This design comes from an exercise in tuning for small area, a short achievable clock period and few clock cycles on the open sky130 flow, not from production work. Function was checked by simulation only, so behaviour that the tests miss may differ from the original. Power is estimated from default activity; no workload was simulated.

==> flow/design.v <==
package stp_pkg;
  localparam int REQ_W        = 3;
  localparam int VEL_W        = 24;
  localparam int VAL_W        = 32;
  localparam int POS_W        = 32;
  localparam int PERIOD_OUT_W = 24;
  localparam int SPR_W  = 16;
  localparam int MINP_W = 16;
  localparam int PW_W   = 8;
  localparam logic [SPR_W-1:0]  SPR_RST  = 16'd200;
  localparam logic [MINP_W-1:0] MINP_RST = 16'd100;
  localparam logic [PW_W-1:0]   PW_RST   = 8'd2;
  localparam int CFG_DATA_W = 32;
  localparam int CFG_ADDR_W = 4;
  localparam int REG_IDX_W  = 2;
  localparam logic [REG_IDX_W-1:0] REG_SPR  = 2'd0;
  localparam logic [REG_IDX_W-1:0] REG_MINP = 2'd1;
  localparam logic [REG_IDX_W-1:0] REG_PW   = 2'd2;
  localparam int PERIOD_BITS_DEF = 24;
  localparam int DEN_W           = SPR_W + VEL_W;
  localparam int DVS_W           = DEN_W + 1;
  localparam logic [DEN_W-1:0] TWO_TICKS_Q16 = 40'd131072000000;
  localparam int ENTRY_W     = 3 + 1 + VEL_W + VAL_W;
  localparam int QUEUE_DEPTH = 2;
  localparam logic [REQ_W-1:0] REQ_TICK    = 3'd0;
  localparam logic [REQ_W-1:0] REQ_VEL     = 3'd1;
  localparam logic [REQ_W-1:0] REQ_MOVE_AB = 3'd2;
  localparam logic [REQ_W-1:0] REQ_MOVE_RL = 3'd3;
  localparam logic [REQ_W-1:0] REQ_ENABLE  = 3'd4;
  localparam logic [REQ_W-1:0] REQ_DISABLE = 3'd5;
  typedef logic [2:0] cmd_t;
  localparam cmd_t CMD_NOP      = 3'd0;
  localparam cmd_t CMD_TICK     = 3'd1;
  localparam cmd_t CMD_RUN      = 3'd2;
  localparam cmd_t CMD_HALT     = 3'd3;
  localparam cmd_t CMD_MOVE_ABS = 3'd4;
  localparam cmd_t CMD_MOVE_REL = 3'd5;
  localparam cmd_t CMD_ENABLE   = 3'd6;
  localparam cmd_t CMD_DISABLE  = 3'd7;
  typedef struct packed {
    cmd_t             cmd;
    logic             fwd;
    logic [VEL_W-1:0] mag;
    logic [VAL_W-1:0] value;
  } q_entry_t;
  typedef struct packed {
    logic [SPR_W-1:0]  spr;
    logic [MINP_W-1:0] min_period;
    logic [PW_W-1:0]   pulse_width;
  } cfg_t;
endpackage
module stp_div #(
  parameter int PERIOD_BITS = stp_pkg::PERIOD_BITS_DEF
) (
  input  logic                        clk,
  input  logic                        rst_n,
  input  logic                        start,
  input  logic [stp_pkg::SPR_W-1:0]   spr,
  input  logic [stp_pkg::VEL_W-1:0]   mag,
  input  logic [stp_pkg::MINP_W-1:0]  min_period,
  output logic                        done,
  output logic [PERIOD_BITS-1:0]      period
);
  localparam int IT_W = $clog2(PERIOD_BITS);
  localparam int HI_W = stp_pkg::DEN_W - PERIOD_BITS;
  typedef enum logic [3:0] {
    DV_IDLE  = 4'b0001,
    DV_SETUP = 4'b0010,
    DV_ITER  = 4'b0100,
    DV_FIN   = 4'b1000
  } dv_state_t;
  dv_state_t                     state_r, state_nxt;
  logic                          done_r, done_nxt;
  logic [stp_pkg::DEN_W-1:0]     den_r;
  logic [stp_pkg::DVS_W-1:0]     rem_r;
  logic [PERIOD_BITS-1:0]        nsh_r;
  logic [PERIOD_BITS-1:0]        quot_r;
  logic [IT_W-1:0]               it_r;
  logic [PERIOD_BITS-1:0]        period_r;
  logic [stp_pkg::DEN_W-1:0]     num;
  logic [stp_pkg::DVS_W-1:0]     dvs;
  logic [HI_W-1:0]               num_hi;
  logic                          ovf;
  logic [stp_pkg::DVS_W:0]       trial;
  logic [stp_pkg::DVS_W:0]       diff;
  logic                          qbit;
  logic [stp_pkg::MINP_W-1:0]    lo;
  logic [PERIOD_BITS-1:0]        lo_ext;
  assign num    = stp_pkg::TWO_TICKS_Q16 + den_r;
  assign dvs    = {den_r, 1'b0};
  assign num_hi = num[stp_pkg::DEN_W-1:PERIOD_BITS];
  assign ovf    = (stp_pkg::DVS_W'(num_hi) >= dvs);
  assign trial = {rem_r, nsh_r[PERIOD_BITS-1]};
  assign diff  = trial - {1'b0, dvs};
  assign qbit  = (trial >= {1'b0, dvs});
  assign lo     = (min_period == '0) ? stp_pkg::MINP_W'(1) : min_period;
  assign lo_ext = PERIOD_BITS'(lo);
  assign done   = done_r;
  assign period = period_r;
  always_comb begin
    state_nxt = state_r;
    done_nxt  = 1'b0;
    case (state_r)
      DV_IDLE:  if (start) state_nxt = DV_SETUP;
      DV_SETUP: state_nxt = (den_r == '0 || ovf) ? DV_FIN : DV_ITER;
      DV_ITER:  if (it_r == '0) state_nxt = DV_FIN;
      DV_FIN: begin
        done_nxt  = 1'b1;
        state_nxt = DV_IDLE;
      end
      default:  state_nxt = DV_IDLE;
    endcase
  end
  always_ff @(posedge clk) begin
    if (!rst_n) begin
      state_r <= DV_IDLE;
      done_r  <= 1'b0;
    end else begin
      state_r <= state_nxt;
      done_r  <= done_nxt;
    end
  end
  always_ff @(posedge clk) begin
    case (state_r)
      DV_IDLE: begin
        den_r <= stp_pkg::DEN_W'(spr) * stp_pkg::DEN_W'(mag);
      end
      DV_SETUP: begin
        quot_r <= '1;
        rem_r  <= stp_pkg::DVS_W'(num_hi);
        nsh_r  <= num[PERIOD_BITS-1:0];
        it_r   <= IT_W'(PERIOD_BITS - 1);
      end
      DV_ITER: begin
        rem_r  <= qbit ? diff[stp_pkg::DVS_W-1:0] : trial[stp_pkg::DVS_W-1:0];
        quot_r <= {quot_r[PERIOD_BITS-2:0], qbit};
        nsh_r  <= {nsh_r[PERIOD_BITS-2:0], 1'b0};
        it_r   <= it_r - IT_W'(1);
      end
      DV_FIN: begin
        period_r <= (quot_r < lo_ext) ? lo_ext : quot_r;
      end
      default: begin
        period_r <= period_r;
      end
    endcase
  end
endmodule
module stp_back #(
  parameter int PERIOD_BITS = stp_pkg::PERIOD_BITS_DEF
) (
  input  logic              clk,
  input  logic              rst_n,
  input  logic              head_valid,
  input  stp_pkg::q_entry_t head,
  output logic              pop,
  input  stp_pkg::cfg_t     cfg,
  output logic                             out_valid,
  input  logic                             out_ready,
  output logic                             out_step_level,
  output logic                             out_dir_level,
  output logic                             out_enable_n,
  output logic [stp_pkg::POS_W-1:0]        out_position,
  output logic                             out_is_moving,
  output logic [stp_pkg::PERIOD_OUT_W-1:0] out_period_out
);
  typedef enum logic [2:0] {
    BK_IDLE = 3'b001,
    BK_DIV  = 3'b010,
    BK_PUT  = 3'b100
  } bk_state_t;
  bk_state_t                    state_r, state_nxt;
  logic [stp_pkg::POS_W-1:0]    pos_r, pos_nxt;
  logic [stp_pkg::POS_W-1:0]    tgt_r, tgt_nxt;
  logic                         mode_r, mode_nxt;
  logic                         dir_r, dir_nxt;
  logic                         moving_r, moving_nxt;
  logic                         en_n_r, en_n_nxt;
  logic [PERIOD_BITS-1:0]       period_r, period_nxt;
  logic [PERIOD_BITS-1:0]       pcnt_r, pcnt_nxt;
  logic [stp_pkg::PW_W-1:0]     pulse_r, pulse_nxt;
  logic                         step_r, step_nxt;
  logic                         out_valid_r, out_valid_nxt;
  logic                         div_start;
  logic                         div_done;
  logic [PERIOD_BITS-1:0]       div_period;
  logic [stp_pkg::PW_W-1:0]     pulse_dec;
  logic [PERIOD_BITS-1:0]       cnt_inc;
  logic [stp_pkg::POS_W-1:0]    move_tgt;
  logic                         step_dir;
  logic                         do_stop;
  logic                         do_halt;
  logic                         out_load;
  stp_div #(
    .PERIOD_BITS (PERIOD_BITS)
  ) u_div (
    .clk        (clk),
    .rst_n      (rst_n),
    .start      (div_start),
    .spr        (cfg.spr),
    .mag        (head.mag),
    .min_period (cfg.min_period),
    .done       (div_done),
    .period     (div_period)
  );
  assign pulse_dec = pulse_r - stp_pkg::PW_W'(1);
  assign cnt_inc   = pcnt_r + PERIOD_BITS'(1);
  assign move_tgt  = (head.cmd == stp_pkg::CMD_MOVE_ABS) ? head.value : pos_r + head.value;
  assign step_dir  = mode_r ? ($signed(tgt_r) > $signed(pos_r)) : dir_r;
  assign out_load  = (state_r == BK_PUT) && (!out_valid_r || out_ready);
  always_comb begin
    state_nxt  = state_r;
    pos_nxt    = pos_r;
    tgt_nxt    = tgt_r;
    mode_nxt   = mode_r;
    dir_nxt    = dir_r;
    moving_nxt = moving_r;
    en_n_nxt   = en_n_r;
    period_nxt = period_r;
    pcnt_nxt   = pcnt_r;
    pulse_nxt  = pulse_r;
    step_nxt   = step_r;
    pop        = 1'b0;
    div_start  = 1'b0;
    do_stop    = 1'b0;
    do_halt    = 1'b0;
    case (state_r)
      BK_IDLE: begin
        if (head_valid) begin
          pop       = 1'b1;
          state_nxt = BK_PUT;
          case (head.cmd)
            stp_pkg::CMD_TICK: begin
              if (pulse_r != '0) begin
                pulse_nxt = pulse_dec;
                if (pulse_dec == '0) step_nxt = 1'b0;
              end
              if (moving_r) begin
                if (cnt_inc < period_r) begin
                  pcnt_nxt = cnt_inc;
                end else begin
                  pcnt_nxt = '0;
                  if (mode_r && pos_r == tgt_r) begin
                    do_stop = 1'b1;
                  end else begin
                    dir_nxt   = step_dir;
                    step_nxt  = 1'b1;
                    pulse_nxt = (cfg.pulse_width == '0) ? stp_pkg::PW_W'(1)
                                                        : cfg.pulse_width;
                    pos_nxt   = step_dir ? pos_r + stp_pkg::POS_W'(1)
                                         : pos_r - stp_pkg::POS_W'(1);
                  end
                end
              end
            end
            stp_pkg::CMD_RUN: begin
              dir_nxt   = head.fwd;
              mode_nxt  = 1'b0;
              div_start = 1'b1;
              state_nxt = BK_DIV;
            end
            stp_pkg::CMD_HALT: begin
              do_halt = 1'b1;
            end
            stp_pkg::CMD_MOVE_ABS, stp_pkg::CMD_MOVE_REL: begin
              if (move_tgt == pos_r) begin
                do_halt = 1'b1;
              end else begin
                tgt_nxt   = move_tgt;
                mode_nxt  = 1'b1;
                dir_nxt   = $signed(move_tgt) > $signed(pos_r);
                div_start = 1'b1;
                state_nxt = BK_DIV;
              end
            end
            stp_pkg::CMD_ENABLE: begin
              en_n_nxt = 1'b0;
            end
            stp_pkg::CMD_DISABLE: begin
              do_stop  = 1'b1;
              en_n_nxt = 1'b1;
            end
            default: begin
              state_nxt = BK_PUT;
            end
          endcase
        end
      end
      BK_DIV: begin
        if (div_done) begin
          moving_nxt = 1'b1;
          if (div_period != period_r) begin
            period_nxt = div_period;
            pcnt_nxt   = '0;
          end
          state_nxt = BK_PUT;
        end
      end
      BK_PUT: begin
        if (out_load) state_nxt = BK_IDLE;
      end
      default: begin
        state_nxt = BK_IDLE;
      end
    endcase
    if (do_stop || do_halt) begin
      moving_nxt = 1'b0;
      period_nxt = '0;
      pcnt_nxt   = '0;
    end
    if (do_halt) begin
      tgt_nxt  = pos_r;
      mode_nxt = 1'b1;
    end
  end
  always_comb begin
    out_valid_nxt = out_valid_r;
    if (out_load) begin
      out_valid_nxt = 1'b1;
    end else if (out_ready) begin
      out_valid_nxt = 1'b0;
    end
  end
  always_ff @(posedge clk) begin
    if (!rst_n) begin
      state_r     <= BK_IDLE;
      pos_r       <= '0;
      tgt_r       <= '0;
      mode_r      <= 1'b0;
      dir_r       <= 1'b0;
      moving_r    <= 1'b0;
      en_n_r      <= 1'b1;
      period_r    <= '0;
      pcnt_r      <= '0;
      pulse_r     <= '0;
      step_r      <= 1'b0;
      out_valid_r <= 1'b0;
    end else begin
      state_r     <= state_nxt;
      pos_r       <= pos_nxt;
      tgt_r       <= tgt_nxt;
      mode_r      <= mode_nxt;
      dir_r       <= dir_nxt;
      moving_r    <= moving_nxt;
      en_n_r      <= en_n_nxt;
      period_r    <= period_nxt;
      pcnt_r      <= pcnt_nxt;
      pulse_r     <= pulse_nxt;
      step_r      <= step_nxt;
      out_valid_r <= out_valid_nxt;
    end
  end
  assign out_valid = out_valid_r;
  always_ff @(posedge clk) begin
    if (out_load) begin
      out_step_level <= step_r;
      out_dir_level  <= dir_r;
      out_enable_n   <= en_n_r;
      out_position   <= pos_r;
      out_is_moving  <= moving_r;
      out_period_out <= stp_pkg::PERIOD_OUT_W'(period_r);
    end
  end
endmodule
module stp_front (
  input  logic              clk,
  input  logic              rst_n,
  input  logic                      in_valid,
  output logic                      in_ready,
  input  logic [stp_pkg::REQ_W-1:0] in_req_type,
  input  logic [stp_pkg::VEL_W-1:0] in_velocity,
  input  logic [stp_pkg::VAL_W-1:0] in_step_value,
  output logic              head_valid,
  output stp_pkg::q_entry_t head,
  input  logic              pop
);
  localparam int PTR_W = (stp_pkg::QUEUE_DEPTH > 1) ? $clog2(stp_pkg::QUEUE_DEPTH) : 1;
  localparam int CNT_W = $clog2(stp_pkg::QUEUE_DEPTH + 1);
  logic [stp_pkg::ENTRY_W-1:0]   mem_r [stp_pkg::QUEUE_DEPTH];
  logic [PTR_W-1:0]              wr_ptr_r, wr_ptr_nxt;
  logic [PTR_W-1:0]              rd_ptr_r, rd_ptr_nxt;
  logic [CNT_W-1:0]              cnt_r, cnt_nxt;
  logic                          push;
  logic [stp_pkg::VEL_W-1:0]     vel_u;
  logic                          neg;
  logic                          vzero;
  stp_pkg::q_entry_t             entry;
  assign vel_u = in_velocity;
  assign neg   = vel_u[stp_pkg::VEL_W-1];
  assign vzero = (vel_u == '0);
  always_comb begin
    entry.fwd   = ~neg;
    entry.mag   = neg ? (~vel_u + stp_pkg::VEL_W'(1)) : vel_u;
    entry.value = in_step_value;
    case (in_req_type)
      stp_pkg::REQ_TICK:    entry.cmd = stp_pkg::CMD_TICK;
      stp_pkg::REQ_VEL:     entry.cmd = vzero ? stp_pkg::CMD_HALT : stp_pkg::CMD_RUN;
      stp_pkg::REQ_MOVE_AB: entry.cmd = (neg || vzero) ? stp_pkg::CMD_HALT
                                                       : stp_pkg::CMD_MOVE_ABS;
      stp_pkg::REQ_MOVE_RL: entry.cmd = (neg || vzero) ? stp_pkg::CMD_HALT
                                                       : stp_pkg::CMD_MOVE_REL;
      stp_pkg::REQ_ENABLE:  entry.cmd = stp_pkg::CMD_ENABLE;
      stp_pkg::REQ_DISABLE: entry.cmd = stp_pkg::CMD_DISABLE;
      default:              entry.cmd = stp_pkg::CMD_NOP;
    endcase
  end
  assign in_ready = (cnt_r != CNT_W'(stp_pkg::QUEUE_DEPTH));
  assign push        = in_valid && in_ready;
  assign head_valid  = (cnt_r != '0);
  assign head        = mem_r[rd_ptr_r];
  always_comb begin
    wr_ptr_nxt = wr_ptr_r;
    rd_ptr_nxt = rd_ptr_r;
    cnt_nxt    = cnt_r;
    if (push) begin
      wr_ptr_nxt = (wr_ptr_r == PTR_W'(stp_pkg::QUEUE_DEPTH - 1)) ? '0
                                                                  : wr_ptr_r + PTR_W'(1);
    end
    if (pop) begin
      rd_ptr_nxt = (rd_ptr_r == PTR_W'(stp_pkg::QUEUE_DEPTH - 1)) ? '0
                                                                  : rd_ptr_r + PTR_W'(1);
    end
    if (push && !pop) begin
      cnt_nxt = cnt_r + CNT_W'(1);
    end else if (!push && pop) begin
      cnt_nxt = cnt_r - CNT_W'(1);
    end
  end
  always_ff @(posedge clk) begin
    if (!rst_n) begin
      wr_ptr_r <= '0;
      rd_ptr_r <= '0;
      cnt_r    <= '0;
    end else begin
      wr_ptr_r <= wr_ptr_nxt;
      rd_ptr_r <= rd_ptr_nxt;
      cnt_r    <= cnt_nxt;
    end
  end
  always_ff @(posedge clk) begin
    if (push) begin
      mem_r[wr_ptr_r] <= entry;
    end
  end
endmodule
module stepper_step_pulse_generator #(
  parameter int PERIOD_BITS = stp_pkg::PERIOD_BITS_DEF
) (
  input  logic                            clk,
  input  logic                            rst_n,
  input  logic                            in_valid,
  output logic                            in_ready,
  input  logic [stp_pkg::REQ_W-1:0]       in_req_type,
  input  logic [stp_pkg::VEL_W-1:0]       in_velocity,
  input  logic [stp_pkg::VAL_W-1:0]       in_step_value,
  output logic                            out_valid,
  input  logic                            out_ready,
  output logic                            out_step_level,
  output logic                            out_dir_level,
  output logic                            out_enable_n,
  output logic [stp_pkg::POS_W-1:0]       out_position,
  output logic                            out_is_moving,
  output logic [stp_pkg::PERIOD_OUT_W-1:0] out_period_out,
  input  logic                            psel,
  input  logic                            penable,
  input  logic                            pwrite,
  input  logic [stp_pkg::CFG_ADDR_W-1:0]  paddr,
  input  logic [stp_pkg::CFG_DATA_W-1:0]  pwdata,
  output logic [stp_pkg::CFG_DATA_W-1:0]  prdata,
  output logic                            pready
);
  logic [stp_pkg::SPR_W-1:0]     spr_r;
  logic [stp_pkg::MINP_W-1:0]    minp_r;
  logic [stp_pkg::PW_W-1:0]      pw_r;
  logic [stp_pkg::REG_IDX_W-1:0] reg_idx;
  logic                          cfg_wr;
  stp_pkg::cfg_t                 cfg;
  logic                          head_valid;
  stp_pkg::q_entry_t             head;
  logic                          pop;
  assign pready  = 1'b1;
  assign reg_idx = paddr[stp_pkg::CFG_ADDR_W-1:2];
  assign cfg_wr  = psel && penable && pwrite;
  always_ff @(posedge clk) begin
    if (!rst_n) begin
      spr_r  <= stp_pkg::SPR_RST;
      minp_r <= stp_pkg::MINP_RST;
      pw_r   <= stp_pkg::PW_RST;
    end else if (cfg_wr) begin
      case (reg_idx)
        stp_pkg::REG_SPR:  spr_r  <= pwdata[stp_pkg::SPR_W-1:0];
        stp_pkg::REG_MINP: minp_r <= pwdata[stp_pkg::MINP_W-1:0];
        stp_pkg::REG_PW:   pw_r   <= pwdata[stp_pkg::PW_W-1:0];
        default: begin
          spr_r <= spr_r;
        end
      endcase
    end
  end
  always_comb begin
    case (reg_idx)
      stp_pkg::REG_SPR:  prdata = stp_pkg::CFG_DATA_W'(spr_r);
      stp_pkg::REG_MINP: prdata = stp_pkg::CFG_DATA_W'(minp_r);
      stp_pkg::REG_PW:   prdata = stp_pkg::CFG_DATA_W'(pw_r);
      default:           prdata = '0;
    endcase
  end
  assign cfg.spr         = spr_r;
  assign cfg.min_period  = minp_r;
  assign cfg.pulse_width = pw_r;
  stp_front u_front (
    .clk        (clk),
    .rst_n      (rst_n),
    .in_valid      (in_valid),
    .in_ready      (in_ready),
    .in_req_type   (in_req_type),
    .in_velocity   (in_velocity),
    .in_step_value (in_step_value),
    .head_valid (head_valid),
    .head       (head),
    .pop        (pop)
  );
  stp_back #(
    .PERIOD_BITS (PERIOD_BITS)
  ) u_back (
    .clk        (clk),
    .rst_n      (rst_n),
    .head_valid (head_valid),
    .head       (head),
    .pop        (pop),
    .cfg        (cfg),
    .out_valid      (out_valid),
    .out_ready      (out_ready),
    .out_step_level (out_step_level),
    .out_dir_level  (out_dir_level),
    .out_enable_n   (out_enable_n),
    .out_position   (out_position),
    .out_is_moving  (out_is_moving),
    .out_period_out (out_period_out)
  );
endmodule
==> flow/run.sh <==
#!/bin/bash
# synth_recipe.tcl (not shown) runs the flow's synth.tcl, then flattens the netlist and writes it again
# the make line also repeats each setting of config.mk as NAME=value (left out here)
make -C /OpenROAD-flow-scripts/flow DESIGN_CONFIG=/design/flow/config.mk WORK_HOME=/design/flow/orfs CLKGATE_MAP_FILE= SYNTH_SCRIPT=/design/flow/synth_recipe.tcl finish
==> flow/config.mk <==
export PLATFORM = sky130hd
export DESIGN_NAME = stepper_step_pulse_generator
export DESIGN_NICKNAME = stepper_step_pulse_generator
export VERILOG_FILES = /design/flow/design.v
export SDC_FILE = /design/flow/constraint.sdc
export NUM_CORES = 4
export LEC_CHECK = 0
export CAP_MARGIN = 20
export CORE_MARGIN = 2
export CORE_UTILIZATION = 40
export SLEW_MARGIN = 20
==> flow/constraint.sdc <==
create_clock -name core_clock -period 9.0 [get_ports {clk}]
set_input_delay 1.8000 -clock core_clock [delete_from_list [all_inputs] [get_ports {clk}]]
set_output_delay 1.8000 -clock core_clock [all_outputs]
set_load 0.01 [all_outputs]
==> run summary <==
## flip-flops by register name, indices dropped and copies added (netlist names), 16 cells and up, named ones only
signal	cells
u_front.mem_r	120
u_back.u_div.rem_r	41
u_back.u_div.den_r	40
u_back.out_position	32
u_back.pos_r	32
u_back.tgt_r	32
u_back.out_period_out	24
u_back.pcnt_r	24
u_back.period_r	24
u_back.u_div.nsh_r	24
u_back.u_div.period_r	24
u_back.u_div.quot_r	24
minp_r	16
spr_r	16
## worst min path at each step
| stage | from | depth (start not counted) | end |
|---|---|---|---|
| 4_1_cts | u_back.step_r | 0 | u_back.out_step_level |
| 3_5_place_dp | u_back.step_r | 0 | u_back.out_step_level |
| 6_report | u_back.step_r | 0 | u_back.out_step_level |
| 3_3_place_gp | u_back.step_r | 0 | u_back.out_step_level |
| 5_1_grt | u_back.step_r | 0 | u_back.out_step_level |
| 2_1_floorplan | u_back.step_r | 0 | u_back.out_step_level |
## stage by stage
| step | cell area [um2] | power [mW] | util, % | worst slack [ns] | hold slack [ns] |
|---|---|---|---|---|---|
| floorplan | 42000 | 9.38 | - | 0.836 | 0.402 |
| global placement | 45000 | 11.2 | 43.3 | 1.55 | 0.424 |
| detailed placement | 45000 | 11.3 | 43.3 | 1.52 | 0.433 |
| CTS | 46900 | 13.8 | 45.2 | 1.45 | 0.444 |
| global route | 46900 | 15.0 | 45.2 | 0.957 | 0.445 |
| finish | 46900 | 13.7 | 45.2 | 1.53 | 0.441 |
## layer usage
layer  GRT usage (%)  routed length, um  part of all wire, %
met5               0                  0                    0
met4            6.14               3150                  2.9
met3            3.01               5680                  5.2
met2            32.4              49800                   45
met1            28.9              51300                   47
## placed cells by master, fill, tap and decap left out, types with 35 or more instances in the layout
cell and instances:
nor2_1 283, a21o_1 79, mux2i_1 76, clkbuf_16 60, nand4_1 40, fa_1 309, nor3_1 42, a21oi_1 266
xor2_1 76, nand3_1 71, nand2_1 572, edfxtp_1 338, dfxtp_1 178, o21ai_0 166, clkdlybuf4s50_1 161, nor4_1 35
nand2b_1 59, inv_1 512, and2_1 170, xnor2_1 134, buf_4 53, ha_1 339, mux2_2 73
## cell type report
cell class	instances	area (um2)	area share, %
Multi-Input combinational cell	3216	25500	54.5
Sequential cell	517	13700	29.3
Timing Repair Buffer	214	2010	4.29
Inverter	515	1930	4.13
Tap cell	1380	1730	3.68
Clock buffer	79	1620	3.46
Clock inverter	32	307	0.654
Antenna cell	2	5.00	0.0107
## where the power goes
group	total, mW	internal, mW	switching, mW
Clock	2.39	1.37	1.02
Sequential	3.27	3.08	0.190
Combinational	8.03	3.21	4.82
## worst register-to-register path, delay by kind of cell, from the launching register on
kind	cells	cell delay, ns
simple gates	3	0.55
buf+inv	4	0.21
xor+xnor	1	0.07
mux	1	0.58
flops	1	0.74
compound gates	7	1.60
fa+ha+maj	7	3.47
## cells by family after synthesis
family          count (synthesis)
flops                         517
other cells                     2
compound gates                786
xor+xnor                      210
simple gates                 1405
fa+ha+maj                     648
mux                           150
buf+inv                       703
==> impl_metrics.yaml <==
sta:
  maxSlewHeadroom_pct: 24.3
  finalMaxSlewViolations: 0
  fin_crit_sh_pct: 83.0
  fin_crit_ns: 7.47
  worst_slew_pin_slew_ns: 1.12
  setup_viol: 0
  rsz0062_at_grt: "no"
  finClkSkew_ns: 0.0249
  fmax_mhz: 134
  hold_violations: 0
  setup-tns-final_ns: 0
synth:
  synth_top_family_by_area: "adder cells"
  syn_area_um2: 41900
  synth_seq_area_share_pct: 32.8
  synthXorXnorAreaFrac_pct: 4.39
  synth_mux_area_share_pct: 3.81
  yosysWarnings: 4
  synth_flop_cell: "edfxtp_1"
  synth-edff-count: 338
  synth-compound-area-share_pct: 11.8
  yosysMostFrequentCell: "nand2_1"
  synthArstFlopShare_pct: 0
  ys_top_cells_by_count: "nand2_1, inv_1, ha_1, edfxtp_1, fa_1"
  synth_fa_ha_area_share_pct: 24.9
  synth_simple_gate_area_share_pct: 15.8
  synth_area_leaders: "edfxtp_1, fa_1, ha_1"
  syn_inst: 4421
  synth_top_area_share_pct: 24.2
  synth.distinct_cells: 91
  ys_ff_latch: 517
  avgSynthCellArea_um2: 9.48
  yosysTopAreaCell: "edfxtp_1"
setup_path:
  crit_cells: 23
  crit_arrival_ns: 7.86
  crit_path_top_delay_cell: "dfxtp_2"
  path_cells: "mux2_2 > and2_1 > fa_1 > inv_1 > fa_1 > inv_1 > fa_1 > fa_1 > fa_1 > inv_1 > fa_1 > inv_1 > ha_1 > nand3_1 > nor2_1 > a221oi_1 > o31ai_1 > a21o_1 > a21o_1 > a21oi_1 > o21ai_0 > a21oi_1 > xnor2_1"
  endpoint_kind: "flip-flop"
  rrSetupSlack_ns: 1.53
  cp_top_family: "adder cells"
  crit_path_start_kind: "flip-flop"
  worst_r2r_path_depth: 23
  path_class: "reg -> reg"
  crit_top_cell: "fa_1"
  max_stage_delay_ns: 0.74
  required_ns: 9.40
  crit_buf_inv: 4
  cp-endpoint: "u_back.u_div.den_r[27]"
  worstPathMaxFanout: 26
  timing.rr.end: "u_back.u_div.den_r[27]"
placement:
  gp_congestion: 0.899
  dpl.cell_count: 5842
  portBuffers: 161
  dp_hpwl_um: 84200
floorplanning:
  die_x_um: 328
  initial_utilization_pct: 40.4
  die_area_um2: 107000
  io_pins: 197
  core.rowCount: 118
  die_h_um: 328
  coreArea_um2: 104000
global_route:
  grt_max_degree: 91
  grt_antenna_before_repair: 3
  gr-total-overflow: 0
  grt_first_pass_wirelength_um: 174000
  grt_pass1_vias: 31280
  grtUsageTotal_pct: 20.4
detailed_routing:
  antenna_left: 0
  drc: 0
  drt-vias-per-instance: 5.28
  drt_iter0_markers: 2052
  totalWireLength_um: 110000
  vias: 31469
  drtPass1Iterations: 8
  drt-wirelength-per-cell_um: 18.5
power_and_ir_drop:
  p_leak_nw: 19.7
  p_per_area_nw_per_um2: 292
  ir_drop_v: 0.000261
finish:
  nFillCells: 9934
  drive_above_1_share_pct: 5.79
  nNetsFinal: 5274
  final_cells: 5955
  synthToLayoutAreaGrowth_pct: 11.9
cts:
  clockRootBuffer: "clkbuf_16"
  clock_latency_ns: 0.66
  cts_setup_buffers: 0
  htreeDepth: 2
  cts.sinks: 517
  cts_made_buffers: 60
  ctsLongestPathBuffers: 3
  cts_tree: "built"
  clk_pin_slew_ns: 0.06
  cts-resized-gates: 0
  hold_buffers: 0
worst_hold_path:
  hold_class: "reg -> reg"
run_status:
  status: "complete, no violations"
flow_run:
  drv_cap: 0
Testbench counts, summed over its fixed seeds: cycles 58,443.

[re-timing with driven ports]
No port has a modelled driver above. Below, the same layout with a new extraction and two added sets of constraints. Step 1 assumes that a clkbuf_16 drives the clock port and a buf_2 every other input. Step 2 adds t to the input delays and takes it off the output delays; t is the mean of the earliest and latest rising clock arrival at the registers after step 1. Input paths then give back, and output paths get back, about the clock's delay inside the block. Three values: ideal, step 1, step 2; two values: the first two.
t, ns: 0.720
setup slack, ns: 1.530 / 1.530 / 1.530
worst hold slack (ns): 0.441 / 0.441 / 0.441
worst setup path after step 2: register to register
slew at the worst register clock pin (ns): 0.06 / 0.06
After both steps setup and hold are still met in this run. The setup slack of this run moves by 0.000 ns with the drivers and by 0.000 ns with both steps.
